This design comes from an exercise in tuning for small area, a short achievable clock period and few clock cycles per item on the open sky130 flow, not from production work.
In this exercise RTL edits were held to simulation tests only and were not proved equivalent to the original.

===== design/flow/design.v =====
package hsg_pkg;
	localparam int FIELD_W   = 32;
	localparam int DIM_W     = 3;
	localparam int STEPS_W   = 8;
	localparam int ACTIVE_W  = 4;
	localparam int PRIME_W   = 5;
	localparam int MAX_REPORT = 8;
	localparam logic [ACTIVE_W-1:0] ACTIVE_RESET = 4'd8;
	localparam logic [PRIME_W*MAX_REPORT-1:0] PRIMES = {
		5'd19, 5'd17, 5'd13, 5'd11, 5'd7, 5'd5, 5'd3, 5'd2
	};
	typedef struct packed {
		logic             restart;      
		logic             load;         
		logic             prep;         
		logic             seed;         
		logic             search;       
		logic             final_mul;    
		logic             write_unit;   
		logic             set_ovf;      
		logic             write_num;    
		logic             load_out;     
		logic             out_last;     
		logic [DIM_W-1:0] idx;          
	} hsg_cmd_t;
	typedef struct packed {
		logic ovf;        
		logic x_one;      
		logic fits;       
		logic lt;         
		logic out_free;   
	} hsg_sts_t;
endpackage
module hsg_ctrl #(
	parameter int USED_DIMS = 8
) (
	input  logic                          clk,
	input  logic                          arst_n,
	input  logic                          s_tvalid,
	output logic                          s_tready,
	input  logic                          in_restart,
	input  logic [hsg_pkg::STEPS_W-1:0]   in_steps,
	input  logic                          cfg_valid,
	output logic                          cfg_ready,
	input  logic [hsg_pkg::ACTIVE_W-1:0]  cfg_data,
	output hsg_pkg::hsg_cmd_t             cmd,
	input  hsg_pkg::hsg_sts_t             sts
);
	typedef enum logic [2:0] {
		S_IDLE,
		S_LOAD,
		S_PREP,
		S_DECIDE,
		S_SEARCH,
		S_WRITE,
		S_EMIT
	} state_t;
	localparam logic [hsg_pkg::ACTIVE_W-1:0] CAP = hsg_pkg::ACTIVE_W'(USED_DIMS);
	state_t              state_q;
	logic [hsg_pkg::ACTIVE_W-1:0] active_q;
	logic [hsg_pkg::ACTIVE_W-1:0] count_q;
	logic [hsg_pkg::STEPS_W-1:0]  steps_q;
	logic [hsg_pkg::DIM_W-1:0]    idx_q;
	logic [hsg_pkg::ACTIVE_W-1:0] count_cap;
	logic                last_dim;
	logic                accept;
	logic                step_done;
	assign count_cap = (active_q > CAP) ? CAP : active_q;
	assign last_dim  = ({1'b0, idx_q} == (count_q - hsg_pkg::ACTIVE_W'(1)));
	assign s_tready  = (state_q == S_IDLE);
	assign accept    = s_tvalid && s_tready;
	assign cfg_ready = 1'b1;
	assign step_done = ((state_q == S_DECIDE) && (sts.ovf || sts.x_one)) ||
		(state_q == S_WRITE);
	always_comb begin
		cmd          = '0;
		cmd.idx      = idx_q;
		cmd.out_last = last_dim;
		unique case (state_q)
			S_IDLE: begin
				cmd.restart = accept && in_restart;
			end
			S_LOAD: begin
				cmd.load = 1'b1;
			end
			S_PREP: begin
				cmd.prep = 1'b1;
			end
			S_DECIDE: begin
				cmd.write_unit = !sts.ovf && sts.x_one && sts.fits;
				cmd.set_ovf    = !sts.ovf && sts.x_one && !sts.fits;
				cmd.seed       = !sts.ovf && !sts.x_one;
			end
			S_SEARCH: begin
				cmd.search    = sts.lt;
				cmd.final_mul = !sts.lt;
			end
			S_WRITE: begin
				cmd.write_num = 1'b1;
			end
			S_EMIT: begin
				cmd.load_out = sts.out_free;
			end
			default: begin
				cmd = '0;
			end
		endcase
	end
	always_ff @(posedge clk or negedge arst_n) begin
		if (!arst_n) begin
			state_q  <= S_IDLE;
			active_q <= hsg_pkg::ACTIVE_RESET;
			count_q  <= '0;
			steps_q  <= '0;
			idx_q    <= '0;
		end else begin
			if (cfg_valid && cfg_ready) begin
				active_q <= cfg_data;
			end
			if (step_done) begin
				if (last_dim) begin
					idx_q   <= '0;
					steps_q <= steps_q - hsg_pkg::STEPS_W'(1);
					state_q <= (steps_q == hsg_pkg::STEPS_W'(1)) ? S_EMIT : S_LOAD;
				end else begin
					idx_q   <= idx_q + hsg_pkg::DIM_W'(1);
					state_q <= S_LOAD;
				end
			end else begin
				unique case (state_q)
					S_IDLE: begin
						if (accept) begin
							steps_q <= in_steps;
							count_q <= count_cap;
							idx_q   <= '0;
							if (count_cap == '0) begin
								state_q <= S_IDLE;
							end else if (in_steps == '0) begin
								state_q <= S_EMIT;
							end else begin
								state_q <= S_LOAD;
							end
						end
					end
					S_LOAD: begin
						state_q <= S_PREP;
					end
					S_PREP: begin
						state_q <= S_DECIDE;
					end
					S_DECIDE: begin
						state_q <= S_SEARCH;
					end
					S_SEARCH: begin
						if (!sts.lt) begin
							state_q <= S_WRITE;
						end
					end
					S_WRITE: begin
						state_q <= S_LOAD;
					end
					S_EMIT: begin
						if (sts.out_free) begin
							if (last_dim) begin
								idx_q   <= '0;
								state_q <= S_IDLE;
							end else begin
								idx_q <= idx_q + hsg_pkg::DIM_W'(1);
							end
						end
					end
					default: begin
						state_q <= S_IDLE;
					end
				endcase
			end
		end
	end
endmodule
module hsg_dpath #(
	parameter int FRAC_WIDTH = 32,
	parameter int USED_DIMS  = 8
) (
	input  logic                          clk,
	input  logic                          arst_n,
	input  hsg_pkg::hsg_cmd_t             cmd,
	output hsg_pkg::hsg_sts_t             sts,
	output logic                          out_valid,
	input  logic                          out_ready,
	output logic [hsg_pkg::DIM_W-1:0]     out_dim,
	output logic [hsg_pkg::FIELD_W-1:0]   out_num,
	output logic [hsg_pkg::FIELD_W-1:0]   out_den,
	output logic                          out_ovf,
	output logic                          out_last
);
	localparam int IDX_W = (USED_DIMS > 1) ? $clog2(USED_DIMS) : 1;
	localparam int MUL_B = hsg_pkg::PRIME_W + 1;
	localparam int MUL_W = FRAC_WIDTH + MUL_B;
	logic [FRAC_WIDTH-1:0] num_q [USED_DIMS];
	logic [FRAC_WIDTH-1:0] den_q [USED_DIMS];
	logic                  ovf_q [USED_DIMS];
	logic [FRAC_WIDTH-1:0] n_q;
	logic [FRAC_WIDTH-1:0] d_q;
	logic [FRAC_WIDTH-1:0] x_q;
	logic [FRAC_WIDTH-1:0] t_q;
	logic [hsg_pkg::PRIME_W-1:0]    p_q;
	logic                  wovf_q;
	logic [MUL_W-1:0]      mul_q;
	logic                  out_valid_q;
	logic [hsg_pkg::DIM_W-1:0]      out_dim_q;
	logic [hsg_pkg::FIELD_W-1:0]    out_num_q;
	logic [hsg_pkg::FIELD_W-1:0]    out_den_q;
	logic                  out_ovf_q;
	logic                  out_last_q;
	logic [IDX_W-1:0]      idx;
	logic [FRAC_WIDTH-1:0] mul_a;
	logic [MUL_B-1:0]      mul_b;
	logic [FRAC_WIDTH-1:0] new_num;
	assign idx     = cmd.idx[IDX_W-1:0];
	assign new_num = mul_q[FRAC_WIDTH-1:0] - x_q;
	always_comb begin
		priority if (cmd.prep) begin
			mul_a = d_q;
			mul_b = {1'b0, p_q};
		end else if (cmd.seed) begin
			mul_a = FRAC_WIDTH'(1);
			mul_b = {1'b0, p_q};
		end else if (cmd.final_mul) begin
			mul_a = t_q;
			mul_b = MUL_B'(p_q) + MUL_B'(1);
		end else begin
			mul_a = mul_q[FRAC_WIDTH-1:0];
			mul_b = {1'b0, p_q};
		end
	end
	always_ff @(posedge clk) begin
		if (cmd.load) begin
			n_q    <= num_q[idx];
			d_q    <= den_q[idx];
			wovf_q <= ovf_q[idx];
			p_q    <= hsg_pkg::PRIMES[hsg_pkg::PRIME_W*cmd.idx +: hsg_pkg::PRIME_W];
		end
		if (cmd.prep) begin
			x_q <= d_q - n_q;
		end
		if (cmd.seed) begin
			t_q <= FRAC_WIDTH'(1);
		end else if (cmd.search) begin
			t_q <= mul_q[FRAC_WIDTH-1:0];
		end
		if (cmd.prep || cmd.seed || cmd.search || cmd.final_mul) begin
			mul_q <= {{MUL_B{1'b0}}, mul_a} * {{FRAC_WIDTH{1'b0}}, mul_b};
		end
	end
	always_ff @(posedge clk or negedge arst_n) begin
		if (!arst_n) begin
			for (int i = 0; i < USED_DIMS; i++) begin
				num_q[i] <= '0;
				den_q[i] <= FRAC_WIDTH'(1);
				ovf_q[i] <= 1'b0;
			end
		end else if (cmd.restart) begin
			for (int i = 0; i < USED_DIMS; i++) begin
				num_q[i] <= '0;
				den_q[i] <= FRAC_WIDTH'(1);
				ovf_q[i] <= 1'b0;
			end
		end else begin
			if (cmd.write_unit) begin
				num_q[idx] <= FRAC_WIDTH'(1);
				den_q[idx] <= mul_q[FRAC_WIDTH-1:0];
			end
			if (cmd.set_ovf) begin
				ovf_q[idx] <= 1'b1;
			end
			if (cmd.write_num) begin
				num_q[idx] <= new_num;
			end
		end
	end
	always_ff @(posedge clk or negedge arst_n) begin
		if (!arst_n) begin
			out_valid_q <= 1'b0;
		end else if (cmd.load_out) begin
			out_valid_q <= 1'b1;
		end else if (out_ready) begin
			out_valid_q <= 1'b0;
		end
	end
	always_ff @(posedge clk) begin
		if (cmd.load_out) begin
			out_dim_q  <= cmd.idx;
			out_num_q  <= hsg_pkg::FIELD_W'(num_q[idx]);
			out_den_q  <= hsg_pkg::FIELD_W'(den_q[idx]);
			out_ovf_q  <= ovf_q[idx];
			out_last_q <= cmd.out_last;
		end
	end
	assign sts.ovf      = wovf_q;
	assign sts.x_one    = (x_q == FRAC_WIDTH'(1));
	assign sts.fits     = (mul_q[MUL_W-1:FRAC_WIDTH] == '0);
	assign sts.lt       = (mul_q < {{MUL_B{1'b0}}, x_q});
	assign sts.out_free = !out_valid_q || out_ready;
	assign out_valid = out_valid_q;
	assign out_dim   = out_dim_q;
	assign out_num   = out_num_q;
	assign out_den   = out_den_q;
	assign out_ovf   = out_ovf_q;
	assign out_last  = out_last_q;
endmodule
module halton_sequence_generator_unit #(
	parameter int DIMS       = 8,
	parameter int FRAC_WIDTH = 16
) (
	input  logic        clk,
	input  logic        arst_n,
	input  logic        s_tvalid,
	output logic        s_tready,
	input  logic [15:0] s_tdata,    
	output logic        m_tvalid,
	input  logic        m_tready,
	output logic [71:0] m_tdata,    
	output logic [0:0]  m_tuser,    
	output logic        m_tlast,
	input  logic        cfg_valid,
	output logic        cfg_ready,
	input  logic [3:0]  cfg_data    
);
	localparam int USED_DIMS = (DIMS < hsg_pkg::MAX_REPORT) ? DIMS : hsg_pkg::MAX_REPORT;
	hsg_pkg::hsg_cmd_t           cmd;
	hsg_pkg::hsg_sts_t           sts;
	logic [hsg_pkg::DIM_W-1:0]   out_dim;
	logic [hsg_pkg::FIELD_W-1:0] out_num;
	logic [hsg_pkg::FIELD_W-1:0] out_den;
	logic               out_ovf;
	hsg_ctrl #(
		.USED_DIMS (USED_DIMS)
	) u_ctrl (
		.clk        (clk),
		.arst_n     (arst_n),
		.s_tvalid   (s_tvalid),
		.s_tready   (s_tready),
		.in_restart (s_tdata[0]),
		.in_steps   (s_tdata[8:1]),
		.cfg_valid  (cfg_valid),
		.cfg_ready  (cfg_ready),
		.cfg_data   (cfg_data),
		.cmd        (cmd),
		.sts        (sts)
	);
	hsg_dpath #(
		.FRAC_WIDTH (FRAC_WIDTH),
		.USED_DIMS  (USED_DIMS)
	) u_dpath (
		.clk       (clk),
		.arst_n    (arst_n),
		.cmd       (cmd),
		.sts       (sts),
		.out_valid (m_tvalid),
		.out_ready (m_tready),
		.out_dim   (out_dim),
		.out_num   (out_num),
		.out_den   (out_den),
		.out_ovf   (out_ovf),
		.out_last  (m_tlast)
	);
	assign m_tdata = {5'd0, out_den, out_num, out_dim};
	assign m_tuser = out_ovf;
endmodule

===== design/flow/run.sh =====
#!/bin/bash
# synth_recipe.tcl (not shown) runs the flow's synth.tcl, then flattens the netlist and writes it again
# the make line also repeats each setting of config.mk as NAME=value (left out here)
make -C /OpenROAD-flow-scripts/flow DESIGN_CONFIG=/design/flow/config.mk WORK_HOME=/design/flow/orfs CLKGATE_MAP_FILE= SYNTH_SCRIPT=/design/flow/synth_recipe.tcl finish

===== design/flow/config.mk =====
export PLATFORM = sky130hd
export DESIGN_NAME = halton_sequence_generator_unit
export DESIGN_NICKNAME = halton_sequence_generator_unit
export VERILOG_FILES = /design/flow/design.v
export SDC_FILE = /design/flow/constraint.sdc
export NUM_CORES = 4
export LEC_CHECK = 0
export CAP_MARGIN = 20
export CORE_MARGIN = 2
export CORE_UTILIZATION = 40
export SLEW_MARGIN = 20

===== design/flow/constraint.sdc =====
create_clock -name core_clock -period 10.0 [get_ports {clk}]
set_input_delay 2.0000 -clock core_clock [delete_from_list [all_inputs] [get_ports {clk}]]
set_output_delay 2.0000 -clock core_clock [all_outputs]
set_load 0.01 [all_outputs]

==> flow_metrics.py <==
metrics = {
    "drt": {
        "viasPerCell": 5.70,
        "drc_errors": 0,
        "antenna_left": 0,
        "totalWireLength_um": 73400,
        "drtPass1Iterations": 6,
        "initialDrtViolationCount": 2178,
        "dr_total_vias": 19245,
        "wl_per_cell_um": 21.7,
    },
    "synthesis": {
        "synth_area_um2": 23200,
        "seq_area_frac_synth_pct": 47.0,
        "syn_inst": 2580,
        "yosys.cell_types.count": 71,
        "ys.flop_type": "dfrtp_1",
        "synth_edf_count": 113,
        "ys_ff_latch": 416,
        "synthArstFlopShare_pct": 69.0,
        "yosys_warnings": 5,
        "synth_area_per_cell_um2": 9.00,
    },
    "floorplan": {
        "die_w_um": 245,
        "start_util_pct": 40.3,
        "ios": 102,
        "num_rows": 88,
        "die_area_um2": 60000,
        "dieHeight_um": 245,
        "coreArea_um2": 57600,
    },
    "critical_path": {
        "crit_path_end_kind": "register",
        "reg2reg_depth": 27,
        "r2r_end": "u_dpath.mul_q[21]",
        "worstSetupPathType": "reg -> reg",
        "path_max_fanout": 49,
        "critPathRequiredTime_ns": 10.31,
        "crit_path_start_kind": "register",
        "r2r_slack_ns": 1.49,
        "crit-reg2reg-launch": "u_dpath.mul_q[0]",
        "arrival_ns": 8.83,
        "crit_start": "u_dpath.mul_q[0]",
    },
    "worst_hold_path": {
        "hp-start": "u_dpath.num_q[7][2]",
        "worstHoldEndpoint": "u_dpath.num_q[7][2]",
        "whs_path_depth": 2,
        "hp-class": "reg -> reg",
    },
    "global_routing": {
        "grt_max_degree": 173,
        "grt_pass1_vias": 19010,
        "grt_util_all_layers_pct": 24.7,
        "antenna_found_initial": 1,
        "overflow": 0,
        "grt_first_pass_wirelength_um": 114000,
    },
    "cells_and_area": {
        "finalNonFillerCells": 3378,
        "diodes": 0,
        "fin_area_um2": 26000,
        "final_cell_mix": "700 x nand2_1, 279 x a21oi_1, 278 x dfrtp_1, 149 x inv_1, 113 x edfxtp_1",
        "fin_nets": 2728,
        "layout_commonest_cell": "nand2_1",
        "multiInputGateArea_um2": 11100,
        "ff_latch_area_um2": 10900,
        "syn_to_final_growth_pct": 12.1,
        "drive_gt1_share_pct": 7.19,
        "fillers": 5442,
    },
    "clock_network": {
        "cts_inserted_buffers": 47,
        "clkTransAtPathRegs_ns": 0.06,
        "post_cts_buffers": 0,
        "postCtsHoldBufs": 0,
        "h-tree-depth": 2,
        "clockBufferDepth": 3,
        "cts_sinks": 416,
        "cts_tree": "done",
        "cts_resized": 0,
        "insertion_delay_ns": 0.59,
        "cts_root_buffer": "clkbuf_16",
    },
    "timing": {
        "setup_tns_ns": 0,
        "grt_setup_unrepaired": "no",
        "final-hold-violation-count": 0,
        "final.min_clock_period_ns": 8.51,
        "clock_skew_ns": 0.0283,
        "worst_slew_pin_slew_ns": 1.14,
        "slew_viol_final": 0,
        "setup_viol": 0,
        "fmax_mhz": 117,
        "slew_headroom_pct": 23.9,
        "fin_crit_sh_pct": 85.1,
    },
    "job": {
        "drv_cap": 0,
    },
    "placed_design": {
        "place_congestion": 0.883,
        "port_buffers": 56,
        "hpwlAfterDp_um": 47700,
        "place_inst": 3288,
        "place_area_um2": 24500,
    },
    "outcome": {
        "status": "no timing/DRC/antenna violations",
    },
}
-- how the worst max path moves through the flow --
stage | end | slack, ns | cells past startpoint
after CTS | u_dpath.mul_q[21] | 1.59 | 27
after global routing | u_dpath.mul_q[19] | 1.05 | 27
after detailed placement | u_dpath.mul_q[21] | 1.62 | 27
final | u_dpath.mul_q[21] | 1.49 | 27
after global placement | u_dpath.mul_q[19] | 1.76 | 27
after floorplan | u_dpath.mul_q[19] | 3.42 | 28
-- critical path, stage by stage, from the launching register on --
cell      delay [ns]
edfxtp_1        0.41
inv_2           0.22
ha_1            0.25
inv_1           0.08
fa_1            0.43
a211oi_1        0.24
nor2_1          0.13
a211oi_2        0.34
a211oi_2        0.18
o31ai_4         0.49
a21oi_4         0.09
buf_4           0.30
mux2i_2         0.92
a21oi_1         0.14
fa_1            0.57
inv_1           0.06
fa_1            0.49
fa_1            0.49
inv_1           0.06
ha_1            0.34
nor2b_1         0.17
o31a_1          0.27
o211ai_1        0.23
a21oi_1         0.15
o31ai_1         0.69
o211ai_1        0.19
a21oi_1         0.21
xnor2_1         0.10
-- cell families (layout without fill, tap and decap cells) --
family / count (synthesis) / count (layout) / share of synthesized area [%]
and+or+nand+nor: 974 / 974 / 17.1
AOI/OAI and AO/OA: 657 / 657 / 18.3
DFF: 416 / 416 / 47.0
buffers and inverters: 344 / 341 / 6.26
adders and majority gates: 129 / 129 / 8.86
xor gates and xnor gates: 34 / 34 / 1.28
muxes: 24 / 24 / 1.15
other: 2 / 38 / 0.0324
-- state kept, by name, indices dropped and copies added (netlist names) --
register             flops
u_dpath.den_q          128
u_dpath.num_q          128
u_dpath.mul_q           22
u_dpath.d_q             16
u_dpath.n_q             16
u_dpath.out_den_q       16
u_dpath.out_num_q       16
u_dpath.t_q             16
u_dpath.x_q             16
u_ctrl.steps_q           8
u_dpath.ovf_q            8
u_dpath.p_q              5
u_ctrl.active_q          4
u_ctrl.count_q           4
u_ctrl.idx_q             3
u_ctrl.state_q           3
u_dpath.out_dim_q        3
u_dpath.out_last_q       1
u_dpath.out_ovf_q        1
u_dpath.out_valid_q      1
u_dpath.wovf_q           1
-- metrics by stage --
stage / util [%] / setup WS (ns) / hold WS (ns)
final: 45.2 / 1.49 / 0.477
after global routing: 45.2 / 1.05 / 0.508
after CTS: 45.1 / 1.59 / 0.479
after detailed placement: 42.5 / 1.62 / 0.469
after global placement: 42.5 / 1.76 / 0.458
after floorplan: - / 3.42 / 0.445
-- cell type report --
class	count	share of cell area (%)
sequential	416	41.9
clock buffer	68	5.13
clock inverter	20	0.726
tap	765	3.68
multi-input combinational	1856	42.8
inverter	151	2.18
timing repair buffer	102	3.60
-- layer usage --
layer / global-route usage (%) / part of all wire (%) / vias up
met5: 0 / 0.018 / -
met4: 10.1 / 3.9 / 2
met3: 4.06 / 7.6 / 143
met2: 39.1 / 46 / 827
met1: 33.8 / 43 / 9505
li1: - / - / 8768
-- synthesized netlist by cell type, types with 38 or more instances --
cell type	instances	area, um2
a21oi_1	280	1400
a22o_1	95	832
a22oi_1	59	443
a31oi_1	42	263
buf_4	38	285
clkbuf_1	133	499
dfrtp_1	278	6960
edfxtp_1	113	3390
fa_1	59	1180
ha_1	70	876
inv_1	150	563
nand2_1	701	2630
nand3_1	43	215
nor2_1	123	462
o21ai_0	46	230
Testbench counts, summed over its fixed seeds: cycles 456,737, items 384.

## port drivers added, routing unchanged
No port has a modelled driver above. Below, the same layout with a new extraction and two added sets of constraints.
Step 1 sets driving cells, clkbuf_16 on the clock port and buf_2 on the other inputs (assumed; they add their load-dependent delay and slew).
Step 2 moves the port delays by t, midway between the first and last clock arrival at a register: inputs arrive t later, outputs are due t later. That takes back most of the time a late clock gives input paths.
Three values: ideal ports, drivers, drivers and shift; two values: the first two.
t (ns): 0.642
slack for setup (ns): 1.489 / 1.489 / 1.489
worst register clock-pin slew, ns: 0.07 / 0.07
pins driven straight from the clock port: 1
After both steps this run still meets setup and hold. The setup slack of this run moves by 0.000 ns with the drivers and by 0.000 ns with both steps.
